From an optimization exercise on the open Yosys and OpenROAD flow, aimed at small area, a short achievable clock period and few clock cycles per item; shortcuts taken in it are not production practice.
RTL that was checked went through simulation tests only; none was proved equivalent to the original.

==> module idct_top, before the edit <==
module idct_top (
	input logic Clock,
	input logic Resetn,
	input logic start,
	input logic coef_we,
	input logic [5:0] coef_addr,
	input logic [15:0] coef_data_in,
	output logic pixel_valid,
	output logic [5:0] pixel_index,
	output logic [7:0] pixel_value,
	output logic busy,
	output logic done
);
	localparam int ROW_LAT = idct_pkg::ROW_LAT;
	localparam int COL_LAT = idct_pkg::COL_LAT;
	logic ring_we;
	logic [2:0] ring_pos;
	logic [2:0] ring_slot;
	logic [15:0] ring_data;
	logic [5:0] tau;
	logic hold_load;
	logic [2:0] col_step;
	logic [127:0] head;
	logic [127:0] next_head;
	logic [16:0] y04;
	logic signed [21:0] t;
	logic signed [21:0] sr [7];
	logic [22:0] ha, hb;
	logic [21:0] h1, h2, h3, h5, h6, h7;
	idct_sequencer #(.ROW_LAT(ROW_LAT), .COL_LAT(COL_LAT)) i_sequencer (
		.Clock(Clock),
		.Resetn(Resetn),
		.start(start),
		.coef_we(coef_we),
		.coef_addr(coef_addr),
		.coef_data_in(coef_data_in),
		.ring_we(ring_we),
		.ring_pos(ring_pos),
		.ring_slot(ring_slot),
		.ring_data(ring_data),
		.tau(tau),
		.hold_load(hold_load),
		.col_step(col_step),
		.pixel_valid(pixel_valid),
		.pixel_index(pixel_index),
		.busy(busy),
		.done(done)
	);
	idct_coef_ring i_ring (
		.Clock(Clock),
		.wr_en(ring_we),
		.wr_pos(ring_pos),
		.wr_slot(ring_slot),
		.wr_data(ring_data),
		.head(head),
		.next_head(next_head)
	);
	always_ff @(posedge Clock) begin
		y04 <= {next_head[15], next_head[15:0]} + {next_head[79], next_head[79:64]};
	end
	idct_rowdot i_row (
		.Clock(Clock),
		.m(tau[5:3]),
		.row(head),
		.y04(y04),
		.t(t)
	);
	always_ff @(posedge Clock) begin
		for (int k = 0; k < 6; k++) begin
			sr[k] <= sr[k + 1];
		end
		sr[6] <= t;
	end
	always_ff @(posedge Clock) begin
		if (hold_load) begin
			ha <= 23'(sr[0]) + 23'(sr[4]);
			hb <= 23'(sr[0]) - 23'(sr[4]);
			h1 <= sr[1];
			h2 <= sr[2];
			h3 <= sr[3];
			h5 <= sr[5];
			h6 <= sr[6];
			h7 <= t;
		end else begin
			ha <= hb;
			hb <= ha;
			h3 <= h1;
			h6 <= h2;
			h7 <= ~h3;
			h1 <= ~h5;
			h2 <= ~h6;
			h5 <= ~h7;
		end
	end
	idct_coldot i_col (
		.Clock(Clock),
		.n(col_step),
		.ya(ha),
		.y1(h1),
		.y2(h2),
		.y3(h3),
		.y5(h5),
		.y6(h6),
		.y7(h7),
		.pix(pixel_value)
	);
endmodule
==> flow/config.mk <==
export PLATFORM = sky130hd
export DESIGN_NAME = idct_top
export DESIGN_NICKNAME = idct_top
export VERILOG_FILES = /design/flow/design.v
export SDC_FILE = /design/flow/constraint.sdc
export NUM_CORES = 4
export LEC_CHECK = 0
export CAP_MARGIN = 20
export CORE_MARGIN = 2
export CORE_UTILIZATION = 40
export CTS_CLUSTER_DIAMETER = 150
export CTS_CLUSTER_SIZE = 20
export SLEW_MARGIN = 20
==> flow/constraint.sdc <==
create_clock -name core_clock -period 11.0 [get_ports {Clock}]
set_input_delay 2.2000 -clock core_clock [delete_from_list [all_inputs] [get_ports {Clock}]]
set_output_delay 2.2000 -clock core_clock [all_outputs]
set_load 0.01 [all_outputs]
standard.sh (not shown) runs the stock make flow with config.mk's settings and CLKGATE_MAP_FILE= SYNTH_SCRIPT=/design/flow/synth_recipe.tcl, a recipe that flattens the netlist after the stock synthesis.
==> flow/flow/run.sh <==
#!/bin/bash
# Standard synthesis; then the inverters that synthesis leaves between full
# adders are removed (flow/fixinv.py flips adders, a full adder being
# self-dual); then the standard layout, with timing repair aimed at
# flow/margin.txt ns of setup slack.
set -euo pipefail
MARGIN=$(cat flow/margin.txt)
R=orfs/results/${FLOW_PLATFORM}/idct_top/base
bash standard.sh synth > synth.log 2>&1
python3 flow/fixinv.py $R/1_2_yosys.v $R/1_2_yosys_fixinv.v > fixinv.log 2>&1
cp $R/1_2_yosys.v $R/1_2_yosys_orig.v
cp $R/1_2_yosys_fixinv.v $R/1_2_yosys.v
rm -f $R/1_synth.odb $R/1_synth.sdc
bash standard.sh SETUP_SLACK_MARGIN=$MARGIN MATCH_CELL_FOOTPRINT=0 finish > layout.log 2>&1
Other scripts of this flow, unchanged in this note and not shown: flow/flow/fixinv.py, flow/flow/margin.txt
Testbench counts at the start, summed over its fixed seeds: cycles 13,856, blocks 96.
Next try:
--- a/flow/design.v
+++ b/flow/design.v
@@ -3562,13 +3562,13 @@
 		.wr_slot(ring_slot),
 		.wr_data(ring_data),
 		.head(head),
 		.next_head(next_head)
 	);
 	always_ff @(posedge Clock) begin
-		y04 <= {next_head[15], next_head[15:0]} + {next_head[79], next_head[79:64]};
+		y04 <= 17'($signed(next_head[15:0])) + 17'($signed(next_head[79:64]));
 	end
 	idct_rowdot i_row (
 		.Clock(Clock),
 		.m(tau[5:3]),
 		.row(head),
 		.y04(y04),
Result:
- synthesized area is unchanged
- setup slack improves by 0.048 ns
- worst hold slack degrades by 0.0053 ns
- routed wire length barely changes
- design area hardly moves
- utilization grows by 0.11 points
- non-clock buffer count grows by 5
- cell count hardly moves
- die area is unchanged
- sequential share of layout area hardly moves
- fmax grows by about 1.3%
Function not checked in the second run of this note: the RTL went through the layout flow alone.

-- what the ideal ports hide --
The results above use ideal ports. As a check the final layouts listed here were re-extracted and re-timed, cells and wires unchanged.
Step 1 assumes that a clkbuf_16 drives the clock port and a buf_2 every other input.
Step 2 moves the port delays by t, midway between the first and last clock arrival at a register: inputs arrive t later, outputs are due t later. That takes back most of the time a late clock gives input paths.
Three values: ideal ports, drivers, drivers and shift; two values: the first two.
| run | shift t [ns] | setup slack, ns | worst register clock-pin slew, ns | worst data-port slew with drivers (ns) |
|---|---|---|---|---|
| the first run | 0.825 | 7.319 / 7.319 / 6.559 | 0.10 / 0.10 | 0.04 |
| the second run | 0.837 | 7.367 / 7.367 / 6.605 | 0.09 / 0.09 | 0.05 |
After both steps every run listed still meets setup and hold. The setup slack of the second run, which loses most, moves by 0.000 ns with the drivers and by -0.762 ns with both steps.
